From an optimization exercise on the open Yosys and OpenROAD flow, aimed at a short achievable clock period and few clock cycles per item; shortcuts taken in it are not production practice. In this exercise RTL edits were held to simulation tests only and were not proved equivalent to the original. Power figures rest on the tool's default switching activity, not on a simulated workload.

==> try-sierra: inputs <==
Design rv_core, start of the top module:
module rv_core (
	input  logic clk,
	input  logic rst,
	output logic [31:0] imem_addr,
	input  logic [31:0] imem_data,
	output logic [31:0] dmem_addr,
	output logic [31:0] dmem_wdata,
	output logic dmem_we,
	input  logic [31:0] dmem_rdata
);
==> flow/config.mk <==
export PLATFORM = sky130hd
export DESIGN_NAME = rv_core
export DESIGN_NICKNAME = rv_core
export VERILOG_FILES = /design/flow/design.v
export SDC_FILE = /design/flow/constraint.sdc
export NUM_CORES = 4
export LEC_CHECK = 0
export CAP_MARGIN = 20
export CORE_MARGIN = 2
export CORE_UTILIZATION = 45
export SETUP_SLACK_MARGIN = 4.0
export SLEW_MARGIN = 20
export SYNTH_HIERARCHICAL = 1
export SYNTH_MINIMUM_KEEP_SIZE = 0
==> flow/constraint.sdc <==
create_clock -name core_clock -period 7.0 [get_ports {clk}]
set_input_delay 1.4000 -clock core_clock [delete_from_list [all_inputs] [get_ports {clk}]]
set_output_delay 1.4000 -clock core_clock [all_outputs]
set_load 0.01 [all_outputs]
run.sh (not shown) runs the stock make flow with config.mk's settings and CLKGATE_MAP_FILE= SYNTH_SCRIPT=/design/flow/synth_recipe.tcl, a recipe that flattens the netlist after the stock synthesis.
==> try-indigo: changes against try-sierra <==
--- a/flow/design.v
+++ b/flow/design.v
@@ -66,12 +66,11 @@
 	localparam logic [6:0] OP_OP_IMM = 7'b0010011;
 	localparam logic [6:0] OP_BRANCH = 7'b1100011;
 	localparam logic [6:0] OP_JAL    = 7'b1101111;
 	logic [31:0] pc_f;
 	logic [4:0]  rs1_d, rs2_d, rd_d;
-	logic [31:0] imm_d, target_d, link_d, nxt_d, lk_d;
-	logic        lh_d;
+	logic [31:0] imm_d, target_d, link_d, nxt_d;
 	logic [31:1] sel1_d, sel2_d;  
 	logic        byp1_d, byp2_d;  
 	logic        wr_d, ld_d, st_d, br_d, jal_d, use1_d, use2_d, useimm_d;
 	logic        sub_d, slt_d, and_d, or_d;
 	logic [31:0] a_e, b_e, bi_e, target_e, link_e;
@@ -110,43 +109,40 @@
 	assign pc4_f = pc_f + 32'd4;
 	rv_add2 #(31) u_add_b (.a(pc_f[31:1]), .b(imm_b_f[31:1]), .y(tgt_b_f[31:1]));
 	rv_add2 #(31) u_add_j (.a(pc_f[31:1]), .b(imm_j_f[31:1]), .y(tgt_j_f[31:1]));
 	assign tgt_b_f[0] = pc_f[0];
 	assign tgt_j_f[0] = pc_f[0];
-	localparam int FN = 32;
+	localparam int FN = 16;
 	logic [31:0] fj_tgt [FN];
 	logic [31:0] fj_tag [FN];  
 	logic [FN-1:0] fj_v, fj_m;
 	logic fj_f, fj_hq, seq_q;
 	logic [31:0] fj_t, fj_tq;
 	always_comb begin
 		fj_t = 32'd0;
 		for (int i = 0; i < FN; i++) begin
-			fj_m[i] = fj_v[i] && (pc_f[6:2] == 5'(i)) && (fj_tag[i][31:7] == pc_f[31:7]) &&
+			fj_m[i] = fj_v[i] && (pc_f[5:2] == 4'(i)) && (fj_tag[i][31:6] == pc_f[31:6]) &&
 				(fj_tag[i][1:0] == pc_f[1:0]);
 			fj_t = fj_t | ({32{fj_m[i]}} & fj_tgt[i]);
 		end
 	end
 	assign fj_f = (jal_f && rd_f == 5'd0) || bra_f;
-	logic lr_j;
-	logic [FN-1:0] lr_we;  
-	logic [31:0] lr_a, lr_tj, lr_tb, lr_t, lr_an;
+	logic lr_v, lr_j;
+	logic [31:0] lr_a, lr_tj, lr_tb, lr_t;
 	assign lr_t = lr_j ? lr_tj : lr_tb;
-	assign lr_an = pc_f - 32'd8;
 	always_ff @(posedge clk) begin
-		for (int i = 0; i < FN; i++)
-			lr_we[i] <= !rst && fj_f && lr_an[6:2] == 5'(i);
+		lr_v <= !rst && fj_f;
 		lr_j <= ins[3];  
-		lr_a <= lr_an;
+		lr_a <= pc_f - 32'd8;
 		lr_tj <= tgt_j_f;
 		lr_tb <= tgt_b_f;
 		for (int i = 0; i < FN; i++) begin
 			if (rst)
 				fj_v[i] <= 1'b0;
-			else if (lr_we[i])
+			else if (lr_v && lr_a[5:2] == 4'(i))
 				fj_v[i] <= 1'b1;
-			if (lr_we[i]) begin
+			if (lr_v && lr_a[5:2] == 4'(i)) begin
 				fj_tag[i] <= lr_a;
 				fj_tgt[i] <= lr_t;
 			end
 		end
 	end
@@ -154,11 +150,11 @@
 	logic [1:0] cnt [128];
 	logic [PH-1:0] ghist, gh_d, gh_e;
 	logic [6:0] bi0, bi1, bidx_q, bidx_d, bidx_e;
 	logic bp_q, pv_d, pv_e, pred_d, pred_e, brc_f, ptk_f;
 	assign brc_f = br_f && !bra_f;
-	assign ptk_f = brc_f && seq_q && (lp_hq ? lp_tq : bp_q);
+	assign ptk_f = brc_f && seq_q && bp_q;
 	assign bi0 = pc_f[8:2] ^ 7'(ghist);
 	assign bi1 = pc_f[8:2] ^ 7'({ghist[PH-2:0], 1'b0});
 	always_ff @(posedge clk) begin
 		bp_q <= brc_f ? cnt[bi1][1] : cnt[bi0][1];
 		bidx_q <= brc_f ? bi1 : bi0;
@@ -182,73 +178,25 @@
 				else if (!taken_e && cnt[i] != 2'b00)
 					cnt[i] <= cnt[i] - 2'b01;
 			end
 		end
 	end
-	localparam int LN = 16;
-	logic [31:0] lp_key [LN];
-	logic [3:0] lp_trip [LN], lp_cur [LN];
-	logic [LN-1:0] lp_v, lp_conf, lp_m;
-	logic lp_h, lp_k, lp_t, lp_hq, lp_kq, lp_tq;
-	always_comb begin
-		lp_h = 1'b0;
-		lp_k = 1'b0;
-		lp_t = 1'b0;
-		for (int i = 0; i < LN; i++) begin
-			lp_m[i] = lp_v[i] && (pc_f[5:2] == 4'(i)) &&
-				(lp_key[i][31:6] == pc_f[31:6]) && (lp_key[i][1:0] == pc_f[1:0]);
-			lp_k = lp_k | lp_m[i];
-			lp_h = lp_h | (lp_m[i] && lp_conf[i]);
-			lp_t = lp_t | (lp_m[i] && lp_conf[i] && lp_cur[i] == lp_trip[i]);
-		end
-	end
-	logic lu_v;
-	logic [3:0] lu_i;
-	assign lu_v = zt_d;
-	assign lu_i = lk_d[5:2];
-	always_ff @(posedge clk) begin
-		lp_hq <= lp_h;
-		lp_kq <= lp_k;
-		lp_tq <= lp_t;
-		for (int i = 0; i < LN; i++) begin
-			if (rst)
-				lp_v[i] <= 1'b0;
-			else if (lu_v && lu_i == 4'(i))
-				lp_v[i] <= 1'b1;
-			if (lu_v && lu_i == 4'(i)) begin
-				if (!lh_d) begin
-					lp_key[i] <= lk_d;
-					lp_conf[i] <= 1'b0;
-					lp_cur[i] <= zero_e ? 4'd0 : 4'd1;
-				end else if (!zero_e) begin
-					if (lp_cur[i] != 4'd15)
-						lp_cur[i] <= lp_cur[i] + 4'd1;
-				end else begin
-					lp_conf[i] <= 1'b1;
-					lp_trip[i] <= lp_cur[i];
-					lp_cur[i] <= 4'd0;
-				end
-			end
-		end
-	end
 	logic [31:0] pc_early, nxt_f;
 	logic take_j, take_b, fold_f, seq_n;
 	assign fold_f = seq_q && fj_hq;
 	assign nxt_f = fold_f ? fj_tq : pc4_f;
-	assign pc_early = rst ? 32'h0000_0000 : redirect_e ? target_e : stall_d ? nxt_d : nxt_f;
-	assign take_j = !rst && !redirect_e && !stall_d && jal_f;
-	assign take_b = !rst && !redirect_e && !stall_d && (bra_f || ptk_f);
+	assign pc_early = rst ? 32'h0000_0000 : redirect_e ? target_e : redirect_d ? target_d :
+		stall_d ? nxt_d : nxt_f;
+	assign take_j = !rst && !redirect_e && !redirect_d && !stall_d && jal_f;
+	assign take_b = !rst && !redirect_e && !redirect_d && !stall_d && (bra_f || ptk_f);
 	assign seq_n = !rst && !redirect_e && !redirect_d && !stall_d && !jal_f && !bra_f &&
 		!ptk_f && !fold_f;
-	logic sel_early, rd_sel;
+	logic sel_early;
 	assign sel_early = !take_j && !take_b;
-	assign rd_sel = redirect_d && !rst;
 	always_ff @(posedge clk) begin
-		pc_f <= rd_sel ? target_d :
-			({32{take_j}} & tgt_j_f) | ({32{take_b}} & tgt_b_f) | ({32{sel_early}} & pc_early);
-		pc_out <= rd_sel ? target_d :
-			({32{sel_early}} & pc_early) | (({32{take_b}} & tgt_b_f) | ({32{take_j}} & tgt_j_f));
+		pc_f <= ({32{take_j}} & tgt_j_f) | ({32{take_b}} & tgt_b_f) | ({32{sel_early}} & pc_early);
+		pc_out <= ({32{sel_early}} & pc_early) | (({32{take_b}} & tgt_b_f) | ({32{take_j}} & tgt_j_f));
 		seq_q <= seq_n;
 		fj_hq <= |fj_m;
 		fj_tq <= fj_t;
 	end
 	logic [4:0] rs1_n, rs2_n;
@@ -278,12 +226,10 @@
 			rd_d <= rd_f;
 			useimm_d <= ld_f || st_f || opi_f;
 			imm_d <= st_f ? imm_s_f : imm_i_f;
 			target_d <= ptk_f ? pc4_f : tgt_b_f;
 			pred_d <= ptk_f;
-			lk_d <= pc_f - 32'd4;
-			lh_d <= seq_q && lp_kq;
 			pv_d <= seq_q;
 			bidx_d <= bidx_q;
 			gh_d <= ghist;
 			link_d <= pc4_f;
 			nxt_d <= ptk_f ? tgt_b_f : nxt_f;
@@ -318,11 +264,11 @@
 	assign fa_d = wr_e && !ld_e && (rd_e == rs1_d);
 	assign fb_d = wr_e && !ld_e && (rd_e == rs2_d);
 	assign zt_d = br_d && (s_add_e || s_sub_e) &&
 		((rs2_d == 5'd0 && fa_d) || (rs1_d == 5'd0 && fb_d));
 	assign zero_e = s_add_e ? ((a_e ^ bi_e) == {a_e[30:0] | bi_e[30:0], 1'b0}) : ((a_e ^ bi_e) == '1);
-	assign redirect_d = zt_d && (zero_e != pred_d);
+	assign redirect_d = zt_d && (zero_e != pred_d) && !stall_d && !redirect_e;
 	always_ff @(posedge clk) begin
 		if (rst || redirect_e || stall_d) begin
 			wr_e <= 1'b0;
 			ld_e <= 1'b0;
 			st_e <= 1'b0;
==> try-nickel: changes against try-sierra <==
--- a/flow/design.v
+++ b/flow/design.v
@@ -66,21 +66,20 @@
 	localparam logic [6:0] OP_OP_IMM = 7'b0010011;
 	localparam logic [6:0] OP_BRANCH = 7'b1100011;
 	localparam logic [6:0] OP_JAL    = 7'b1101111;
 	logic [31:0] pc_f;
 	logic [4:0]  rs1_d, rs2_d, rd_d;
-	logic [31:0] imm_d, target_d, link_d, nxt_d, lk_d;
-	logic        lh_d;
+	logic [31:0] imm_d, target_d, link_d, nxt_d;
 	logic [31:1] sel1_d, sel2_d;  
 	logic        byp1_d, byp2_d;  
 	logic        wr_d, ld_d, st_d, br_d, jal_d, use1_d, use2_d, useimm_d;
 	logic        sub_d, slt_d, and_d, or_d;
 	logic [31:0] a_e, b_e, bi_e, target_e, link_e;
 	logic [4:0]  rd_e;
 	logic        wr_e, ld_e, st_e, br_e, jal_e, zr_e;
-	logic        slt_e, and_e, or_e, sub_e, s_add_e, s_sub_e, s_ar_e, s_oth_e;
-	logic [31:0] res_m, sd_m, addr_m;
+	logic        slt_e, and_e, or_e, s_add_e, s_sub_e, s_oth_e;
+	logic [31:0] res_m, sd_m;
 	logic [4:0]  rd_m;
 	logic        wr_m, ld_m, we_m;
 	logic [31:0] regs [1:31];
 	logic stall_d, redirect_e, redirect_d, zt_d, zero_e;
 	logic [31:0] ins;
@@ -110,55 +109,50 @@
 	assign pc4_f = pc_f + 32'd4;
 	rv_add2 #(31) u_add_b (.a(pc_f[31:1]), .b(imm_b_f[31:1]), .y(tgt_b_f[31:1]));
 	rv_add2 #(31) u_add_j (.a(pc_f[31:1]), .b(imm_j_f[31:1]), .y(tgt_j_f[31:1]));
 	assign tgt_b_f[0] = pc_f[0];
 	assign tgt_j_f[0] = pc_f[0];
-	localparam int FN = 32;
+	localparam int FN = 16;
 	logic [31:0] fj_tgt [FN];
-	logic [31:0] fj_tag [FN];  
+	logic [31:6] fj_tag [FN];
 	logic [FN-1:0] fj_v, fj_m;
 	logic fj_f, fj_hq, seq_q;
 	logic [31:0] fj_t, fj_tq;
 	always_comb begin
 		fj_t = 32'd0;
 		for (int i = 0; i < FN; i++) begin
-			fj_m[i] = fj_v[i] && (pc_f[6:2] == 5'(i)) && (fj_tag[i][31:7] == pc_f[31:7]) &&
-				(fj_tag[i][1:0] == pc_f[1:0]);
+			fj_m[i] = fj_v[i] && (pc_f[5:2] == 4'(i)) && (fj_tag[i] == pc_f[31:6]);
 			fj_t = fj_t | ({32{fj_m[i]}} & fj_tgt[i]);
 		end
 	end
 	assign fj_f = (jal_f && rd_f == 5'd0) || bra_f;
-	logic lr_j;
-	logic [FN-1:0] lr_we;  
-	logic [31:0] lr_a, lr_tj, lr_tb, lr_t, lr_an;
+	logic lr_v, lr_j;
+	logic [31:0] lr_a, lr_tj, lr_tb, lr_t;
 	assign lr_t = lr_j ? lr_tj : lr_tb;
-	assign lr_an = pc_f - 32'd8;
 	always_ff @(posedge clk) begin
-		for (int i = 0; i < FN; i++)
-			lr_we[i] <= !rst && fj_f && lr_an[6:2] == 5'(i);
+		lr_v <= !rst && fj_f;
 		lr_j <= ins[3];  
-		lr_a <= lr_an;
+		lr_a <= pc_f - 32'd8;
 		lr_tj <= tgt_j_f;
 		lr_tb <= tgt_b_f;
 		for (int i = 0; i < FN; i++) begin
 			if (rst)
 				fj_v[i] <= 1'b0;
-			else if (lr_we[i])
+			else if (lr_v && lr_a[5:2] == 4'(i)) begin
 				fj_v[i] <= 1'b1;
-			if (lr_we[i]) begin
-				fj_tag[i] <= lr_a;
+				fj_tag[i] <= lr_a[31:6];
 				fj_tgt[i] <= lr_t;
 			end
 		end
 	end
 	localparam int PH = 5;
 	logic [1:0] cnt [128];
 	logic [PH-1:0] ghist, gh_d, gh_e;
 	logic [6:0] bi0, bi1, bidx_q, bidx_d, bidx_e;
 	logic bp_q, pv_d, pv_e, pred_d, pred_e, brc_f, ptk_f;
 	assign brc_f = br_f && !bra_f;
-	assign ptk_f = brc_f && seq_q && (lp_hq ? lp_tq : bp_q);
+	assign ptk_f = brc_f && seq_q && bp_q;
 	assign bi0 = pc_f[8:2] ^ 7'(ghist);
 	assign bi1 = pc_f[8:2] ^ 7'({ghist[PH-2:0], 1'b0});
 	always_ff @(posedge clk) begin
 		bp_q <= brc_f ? cnt[bi1][1] : cnt[bi0][1];
 		bidx_q <= brc_f ? bi1 : bi0;
@@ -182,73 +176,23 @@
 				else if (!taken_e && cnt[i] != 2'b00)
 					cnt[i] <= cnt[i] - 2'b01;
 			end
 		end
 	end
-	localparam int LN = 16;
-	logic [31:0] lp_key [LN];
-	logic [3:0] lp_trip [LN], lp_cur [LN];
-	logic [LN-1:0] lp_v, lp_conf, lp_m;
-	logic lp_h, lp_k, lp_t, lp_hq, lp_kq, lp_tq;
-	always_comb begin
-		lp_h = 1'b0;
-		lp_k = 1'b0;
-		lp_t = 1'b0;
-		for (int i = 0; i < LN; i++) begin
-			lp_m[i] = lp_v[i] && (pc_f[5:2] == 4'(i)) &&
-				(lp_key[i][31:6] == pc_f[31:6]) && (lp_key[i][1:0] == pc_f[1:0]);
-			lp_k = lp_k | lp_m[i];
-			lp_h = lp_h | (lp_m[i] && lp_conf[i]);
-			lp_t = lp_t | (lp_m[i] && lp_conf[i] && lp_cur[i] == lp_trip[i]);
-		end
-	end
-	logic lu_v;
-	logic [3:0] lu_i;
-	assign lu_v = zt_d;
-	assign lu_i = lk_d[5:2];
-	always_ff @(posedge clk) begin
-		lp_hq <= lp_h;
-		lp_kq <= lp_k;
-		lp_tq <= lp_t;
-		for (int i = 0; i < LN; i++) begin
-			if (rst)
-				lp_v[i] <= 1'b0;
-			else if (lu_v && lu_i == 4'(i))
-				lp_v[i] <= 1'b1;
-			if (lu_v && lu_i == 4'(i)) begin
-				if (!lh_d) begin
-					lp_key[i] <= lk_d;
-					lp_conf[i] <= 1'b0;
-					lp_cur[i] <= zero_e ? 4'd0 : 4'd1;
-				end else if (!zero_e) begin
-					if (lp_cur[i] != 4'd15)
-						lp_cur[i] <= lp_cur[i] + 4'd1;
-				end else begin
-					lp_conf[i] <= 1'b1;
-					lp_trip[i] <= lp_cur[i];
-					lp_cur[i] <= 4'd0;
-				end
-			end
-		end
-	end
 	logic [31:0] pc_early, nxt_f;
 	logic take_j, take_b, fold_f, seq_n;
 	assign fold_f = seq_q && fj_hq;
 	assign nxt_f = fold_f ? fj_tq : pc4_f;
-	assign pc_early = rst ? 32'h0000_0000 : redirect_e ? target_e : stall_d ? nxt_d : nxt_f;
-	assign take_j = !rst && !redirect_e && !stall_d && jal_f;
-	assign take_b = !rst && !redirect_e && !stall_d && (bra_f || ptk_f);
+	assign pc_early = rst ? 32'h0000_0000 : redirect_e ? target_e : redirect_d ? target_d :
+		stall_d ? nxt_d : nxt_f;
+	assign take_j = !rst && !redirect_e && !redirect_d && !stall_d && jal_f;
+	assign take_b = !rst && !redirect_e && !redirect_d && !stall_d && (bra_f || ptk_f);
 	assign seq_n = !rst && !redirect_e && !redirect_d && !stall_d && !jal_f && !bra_f &&
 		!ptk_f && !fold_f;
-	logic sel_early, rd_sel;
-	assign sel_early = !take_j && !take_b;
-	assign rd_sel = redirect_d && !rst;
 	always_ff @(posedge clk) begin
-		pc_f <= rd_sel ? target_d :
-			({32{take_j}} & tgt_j_f) | ({32{take_b}} & tgt_b_f) | ({32{sel_early}} & pc_early);
-		pc_out <= rd_sel ? target_d :
-			({32{sel_early}} & pc_early) | (({32{take_b}} & tgt_b_f) | ({32{take_j}} & tgt_j_f));
+		pc_f <= take_j ? tgt_j_f : take_b ? tgt_b_f : pc_early;
+		pc_out <= take_b ? tgt_b_f : take_j ? tgt_j_f : pc_early;
 		seq_q <= seq_n;
 		fj_hq <= |fj_m;
 		fj_tq <= fj_t;
 	end
 	logic [4:0] rs1_n, rs2_n;
@@ -278,12 +222,10 @@
 			rd_d <= rd_f;
 			useimm_d <= ld_f || st_f || opi_f;
 			imm_d <= st_f ? imm_s_f : imm_i_f;
 			target_d <= ptk_f ? pc4_f : tgt_b_f;
 			pred_d <= ptk_f;
-			lk_d <= pc_f - 32'd4;
-			lh_d <= seq_q && lp_kq;
 			pv_d <= seq_q;
 			bidx_d <= bidx_q;
 			gh_d <= ghist;
 			link_d <= pc4_f;
 			nxt_d <= ptk_f ? tgt_b_f : nxt_f;
@@ -317,12 +259,12 @@
 	logic [31:0] res_e;
 	assign fa_d = wr_e && !ld_e && (rd_e == rs1_d);
 	assign fb_d = wr_e && !ld_e && (rd_e == rs2_d);
 	assign zt_d = br_d && (s_add_e || s_sub_e) &&
 		((rs2_d == 5'd0 && fa_d) || (rs1_d == 5'd0 && fb_d));
-	assign zero_e = s_add_e ? ((a_e ^ bi_e) == {a_e[30:0] | bi_e[30:0], 1'b0}) : ((a_e ^ bi_e) == '1);
-	assign redirect_d = zt_d && (zero_e != pred_d);
+	assign zero_e = s_add_e ? ((a_e ^ bi_e) == {a_e[30:0] | bi_e[30:0], 1'b0}) : (a_e == bi_e);
+	assign redirect_d = zt_d && (zero_e != pred_d) && !stall_d && !redirect_e;
 	always_ff @(posedge clk) begin
 		if (rst || redirect_e || stall_d) begin
 			wr_e <= 1'b0;
 			ld_e <= 1'b0;
 			st_e <= 1'b0;
@@ -336,46 +278,47 @@
 			zr_e <= zt_d;
 			jal_e <= jal_d;
 		end
 		a_e <= fwd_sel(fa_d, rv1_d);
 		b_e <= fwd_sel(fb_d, rv2_d);
-		bi_e <= {32{sub_d}} ^ fwd_sel(fb_d && !useimm_d, useimm_d ? imm_d : rv2_d);
+		bi_e <= fwd_sel(fb_d && !useimm_d, useimm_d ? imm_d : rv2_d);
 		target_e <= target_d;
 		pred_e <= pred_d;
 		pv_e <= pv_d;
 		bidx_e <= bidx_d;
 		gh_e <= gh_d;
 		link_e <= link_d;
 		rd_e <= rd_d;
 		slt_e <= !jal_d && slt_d;
 		and_e <= !jal_d && and_d;
 		or_e  <= !jal_d && or_d;
-		sub_e <= sub_d;
 		s_add_e <= !jal_d && !slt_d && !and_d && !or_d && !sub_d;
 		s_sub_e <= !jal_d && !slt_d && !and_d && !or_d && sub_d;
-		s_ar_e <= !jal_d && !slt_d && !and_d && !or_d;
-		s_oth_e <= jal_d || and_d || or_d;
+		s_oth_e <= jal_d || slt_d || and_d || or_d;
 	end
 	logic [31:0] oth_e;
 	logic lt_e;
-	logic [31:0] sum_e;
-	logic [32:0] sum33_e;
-	rv_add #(33) u_add_e (.a({a_e[31], a_e}), .b({bi_e[31], bi_e}), .ci(sub_e), .y(sum33_e));
-	assign sum_e = sum33_e[31:0];
-	assign lt_e = sum33_e[32];
+	logic [31:0] add_e, dif_e;
+	rv_add2 #(32) u_add_e (.a(a_e), .b(bi_e), .y(add_e));
+	logic [32:0] dif33_e;
+	rv_add #(33) u_sub_e (.a({a_e[31], a_e}), .b(~{bi_e[31], bi_e}), .ci(1'b1), .y(dif33_e));
+	assign dif_e = dif33_e[31:0];
+	assign lt_e = dif33_e[32];
 	always_comb begin
-		if (and_e)
+		if (slt_e)
+			oth_e = {31'd0, lt_e};
+		else if (and_e)
 			oth_e = a_e & bi_e;
 		else if (or_e)
 			oth_e = a_e | bi_e;
 		else
 			oth_e = link_e;
 	end
-	assign res_e = ({32{s_ar_e}} & sum_e) | ({32{s_oth_e}} & oth_e) | {31'd0, slt_e & lt_e};
+	assign res_e = ({32{s_add_e}} & add_e) | ({32{s_sub_e}} & dif_e) | ({32{s_oth_e}} & oth_e);
 	function automatic logic [31:0] fwd_sel(input logic f, input logic [31:0] d);
-		fwd_sel = ({32{f && s_ar_e}} & sum_e) | ({32{f && s_oth_e}} & oth_e) |
-			{31'd0, f && slt_e && lt_e} | ({32{!f}} & d);
+		fwd_sel = ({32{f && s_add_e}} & add_e) | ({32{f && s_sub_e}} & dif_e) |
+			({32{f && s_oth_e}} & oth_e) | ({32{!f}} & d);
 	endfunction
 	assign taken_e = (a_e == b_e);
 	assign redirect_e = br_e && !zr_e && (taken_e != pred_e);
 	always_ff @(posedge clk) begin
 		if (rst) begin
@@ -386,15 +329,14 @@
 			wr_m <= wr_e;
 			ld_m <= ld_e;
 			we_m <= st_e;
 		end
 		res_m <= res_e;
-		addr_m <= sum_e;
 		sd_m <= b_e;
 		rd_m <= rd_e;
 	end
-	assign dmem_addr = addr_m;
+	assign dmem_addr = res_m;
 	assign dmem_wdata = sd_m;
 	assign dmem_we = we_m;
 	always_ff @(posedge clk) begin
 		for (int i = 1; i < 32; i++)
 			if (wr_m && rd_m == 5'(i))
Settings changed: CORE_UTILIZATION 45 to 30.
==> try-maple: changes against try-sierra <==
--- a/flow/design.v
+++ b/flow/design.v
@@ -110,20 +110,20 @@
 	assign pc4_f = pc_f + 32'd4;
 	rv_add2 #(31) u_add_b (.a(pc_f[31:1]), .b(imm_b_f[31:1]), .y(tgt_b_f[31:1]));
 	rv_add2 #(31) u_add_j (.a(pc_f[31:1]), .b(imm_j_f[31:1]), .y(tgt_j_f[31:1]));
 	assign tgt_b_f[0] = pc_f[0];
 	assign tgt_j_f[0] = pc_f[0];
-	localparam int FN = 32;
+	localparam int FN = 16;
 	logic [31:0] fj_tgt [FN];
 	logic [31:0] fj_tag [FN];  
 	logic [FN-1:0] fj_v, fj_m;
 	logic fj_f, fj_hq, seq_q;
 	logic [31:0] fj_t, fj_tq;
 	always_comb begin
 		fj_t = 32'd0;
 		for (int i = 0; i < FN; i++) begin
-			fj_m[i] = fj_v[i] && (pc_f[6:2] == 5'(i)) && (fj_tag[i][31:7] == pc_f[31:7]) &&
+			fj_m[i] = fj_v[i] && (pc_f[5:2] == 4'(i)) && (fj_tag[i][31:6] == pc_f[31:6]) &&
 				(fj_tag[i][1:0] == pc_f[1:0]);
 			fj_t = fj_t | ({32{fj_m[i]}} & fj_tgt[i]);
 		end
 	end
 	assign fj_f = (jal_f && rd_f == 5'd0) || bra_f;
@@ -132,11 +132,11 @@
 	logic [31:0] lr_a, lr_tj, lr_tb, lr_t, lr_an;
 	assign lr_t = lr_j ? lr_tj : lr_tb;
 	assign lr_an = pc_f - 32'd8;
 	always_ff @(posedge clk) begin
 		for (int i = 0; i < FN; i++)
-			lr_we[i] <= !rst && fj_f && lr_an[6:2] == 5'(i);
+			lr_we[i] <= !rst && fj_f && lr_an[5:2] == 4'(i);
 		lr_j <= ins[3];  
 		lr_a <= lr_an;
 		lr_tj <= tgt_j_f;
 		lr_tb <= tgt_b_f;
 		for (int i = 0; i < FN; i++) begin
@@ -182,41 +182,41 @@
 				else if (!taken_e && cnt[i] != 2'b00)
 					cnt[i] <= cnt[i] - 2'b01;
 			end
 		end
 	end
-	localparam int LN = 16;
+	localparam int LN = 8;
 	logic [31:0] lp_key [LN];
 	logic [3:0] lp_trip [LN], lp_cur [LN];
 	logic [LN-1:0] lp_v, lp_conf, lp_m;
 	logic lp_h, lp_k, lp_t, lp_hq, lp_kq, lp_tq;
 	always_comb begin
 		lp_h = 1'b0;
 		lp_k = 1'b0;
 		lp_t = 1'b0;
 		for (int i = 0; i < LN; i++) begin
-			lp_m[i] = lp_v[i] && (pc_f[5:2] == 4'(i)) &&
-				(lp_key[i][31:6] == pc_f[31:6]) && (lp_key[i][1:0] == pc_f[1:0]);
+			lp_m[i] = lp_v[i] && (pc_f[4:2] == 3'(i)) &&
+				(lp_key[i][31:5] == pc_f[31:5]) && (lp_key[i][1:0] == pc_f[1:0]);
 			lp_k = lp_k | lp_m[i];
 			lp_h = lp_h | (lp_m[i] && lp_conf[i]);
 			lp_t = lp_t | (lp_m[i] && lp_conf[i] && lp_cur[i] == lp_trip[i]);
 		end
 	end
 	logic lu_v;
-	logic [3:0] lu_i;
+	logic [2:0] lu_i;
 	assign lu_v = zt_d;
-	assign lu_i = lk_d[5:2];
+	assign lu_i = lk_d[4:2];
 	always_ff @(posedge clk) begin
 		lp_hq <= lp_h;
 		lp_kq <= lp_k;
 		lp_tq <= lp_t;
 		for (int i = 0; i < LN; i++) begin
 			if (rst)
 				lp_v[i] <= 1'b0;
-			else if (lu_v && lu_i == 4'(i))
+			else if (lu_v && lu_i == 3'(i))
 				lp_v[i] <= 1'b1;
-			if (lu_v && lu_i == 4'(i)) begin
+			if (lu_v && lu_i == 3'(i)) begin
 				if (!lh_d) begin
 					lp_key[i] <= lk_d;
 					lp_conf[i] <= 1'b0;
 					lp_cur[i] <= zero_e ? 4'd0 : 4'd1;
 				end else if (!zero_e) begin
==> run_summary.xml <==
<?xml version="1.0" encoding="UTF-8"?>
<metrics>
  <group name="status">
    <metric name="status" unit="">no timing/DRC/antenna violations</metric>
  </group>
  <group name="clocking">
    <metric name="clk-insertion-delay-late" unit="ns">1.12</metric>
  </group>
  <group name="setup_path">
    <metric name="timing.critical_path.buf_inv" unit="">5</metric>
    <metric name="timing.critical_path.from" unit="">a_e[17]$_DFF_P_</metric>
  </group>
  <group name="grt">
    <metric name="global_route_wire_length_before_repair" unit="µm">1101000</metric>
    <metric name="grt_use_met3" unit="%">12.35</metric>
  </group>
  <group name="layout">
    <metric name="non_clock_buffering_overhead" unit="%">7.942</metric>
    <metric name="post-route-util" unit="%">55.96</metric>
    <metric name="multi_input_comb_area" unit="mm²">0.06399</metric>
    <metric name="number_of_standard_cells_in_the_final_layout_excluding_fillers" unit="">20980</metric>
  </group>
  <group name="power_and_ir_drop">
    <metric name="leakage" unit="µW">0.07906</metric>
  </group>
  <group name="timing">
    <metric name="whs" unit="ns">0.2566</metric>
  </group>
</metrics>
[end of results for try-sierra]
==> run_summary.xml <==
<?xml version="1.0" encoding="UTF-8"?>
<metrics>
  <group name="yosys">
    <metric name="post_synthesis_share_of_cell_area_spent_on_full_adders_half_adders_and_majority_gates" unit="%">1.615</metric>
  </group>
  <group name="setup_path">
    <metric name="timing.critical_path.buf_inv" unit="">1</metric>
    <metric name="timing.critical_path.from" unit="">a_e[12]$_DFF_P_</metric>
  </group>
  <group name="status">
    <metric name="status" unit="">no timing/DRC/antenna violations</metric>
  </group>
  <group name="grt">
    <metric name="grt_use_met3" unit="%">11.28</metric>
  </group>
  <group name="layout">
    <metric name="number_of_standard_cells_in_the_final_layout_excluding_fillers" unit="">16110</metric>
  </group>
  <group name="clocking">
    <metric name="clk-insertion-delay-late" unit="ns">0.97</metric>
    <metric name="ctsHoldBuffers" unit="">0</metric>
  </group>
</metrics>
[end of results for try-maple]
==> run_summary.xml <==
<?xml version="1.0" encoding="UTF-8"?>
<metrics>
  <group name="layout">
    <metric name="number_of_standard_cells_in_the_final_layout_excluding_fillers" unit="">16600</metric>
    <metric name="post-route-util" unit="%">37.38</metric>
    <metric name="multi_input_comb_area" unit="mm²">0.04788</metric>
    <metric name="non_clock_buffering_overhead" unit="%">6.134</metric>
  </group>
  <group name="clocking">
    <metric name="cts_max_path_buffers" unit="">4</metric>
    <metric name="clk-insertion-delay-late" unit="ns">0.97</metric>
  </group>
  <group name="timing">
    <metric name="timing.final.crit_share" unit="%">49.04</metric>
    <metric name="whs" unit="ns">0.3385</metric>
  </group>
  <group name="setup_path">
    <metric name="timing.critical_path.from" unit="">bi_e[0]$_DFF_P_</metric>
    <metric name="timing.critical_path.buf_inv" unit="">2</metric>
  </group>
  <group name="grt">
    <metric name="global_route_wire_length_before_repair" unit="µm">732500</metric>
  </group>
  <group name="status">
    <metric name="status" unit="">no timing/DRC/antenna violations</metric>
  </group>
</metrics>
[end of results for try-nickel]
==> run_summary.xml <==
<?xml version="1.0" encoding="UTF-8"?>
<metrics>
  <group name="status">
    <metric name="status" unit="">no timing/DRC/antenna violations</metric>
  </group>
  <group name="layout">
    <metric name="non_clock_buffering_overhead" unit="%">6.821</metric>
    <metric name="largest_registers" unit="">regs: 992 flops, fj_tgt: 512 flops, fj_tag: 448 flops</metric>
    <metric name="post-route-util" unit="%">55.26</metric>
    <metric name="number_of_standard_cells_in_the_final_layout_excluding_fillers" unit="">14610</metric>
    <metric name="multi_input_comb_area" unit="mm²">0.04655</metric>
  </group>
  <group name="setup_path">
    <metric name="timing.critical_path.from" unit="">a_e[22]$_DFF_P_</metric>
    <metric name="timing.critical_path.buf_inv" unit="">3</metric>
  </group>
  <group name="timing">
    <metric name="whs" unit="ns">0.3400</metric>
  </group>
  <group name="drt">
    <metric name="drt_pre_antenna_iters" unit="">13</metric>
  </group>
  <group name="power_and_ir_drop">
    <metric name="leakage" unit="µW">0.05197</metric>
  </group>
  <group name="grt">
    <metric name="global_route_wire_length_before_repair" unit="µm">745400</metric>
  </group>
  <group name="min_path">
    <metric name="hold_path_depth" unit="">0</metric>
  </group>
  <group name="clocking">
    <metric name="clk-insertion-delay-late" unit="ns">0.99</metric>
  </group>
  <group name="floorplan">
    <metric name="rows" unit="">193</metric>
  </group>
</metrics>
[end of results for try-indigo]
Testbench counts of try-sierra, summed over its fixed seeds: cycles 107,373, programs 48.
Testbench counts of try-indigo, summed over its fixed seeds: cycles 108,932, programs 48.
Testbench counts of try-nickel, summed over its fixed seeds: cycles 108,932, programs 48.
Testbench counts of try-maple, summed over its fixed seeds: cycles 107,787, programs 48.

-- re-timing with driven ports --
How much do the figures lean on ideal ports? The routed layouts below were timed once more, with nothing changed but the port constraints. Step 1 sets driving cells, clkbuf_16 on the clock port and buf_2 on the other inputs (assumed; they add their load-dependent delay and slew). Step 2 also shifts input and output timing later by t, the mid clock arrival at the registers, as if the neighbouring blocks saw the same clock. a / b / c = ideal ports / drivers / drivers and shift; a / b = the first two.
run	t, ns	setup slack, ns	hold slack, ns	latest minus earliest clock arrival (ns)
try-sierra	1.164	3.608 / 3.576 / 2.678	0.257 / 0.257 / 0.257	0.169 / 0.170
try-indigo	1.034	3.700 / 3.700 / 2.870	0.340 / 0.340 / 0.340	0.122 / 0.121
try-nickel	1.047	3.567 / 3.567 / 2.545	0.339 / 0.339 / 0.339	0.089 / 0.089
try-maple	1.036	3.510 / 3.510 / 2.698	0.325 / 0.325 / 0.325	0.091 / 0.092
After both steps every run listed still meets setup and hold. For try-nickel, which loses most, drivers alone change the setup slack by 0.000 ns; drivers and shift together by -1.022 ns.
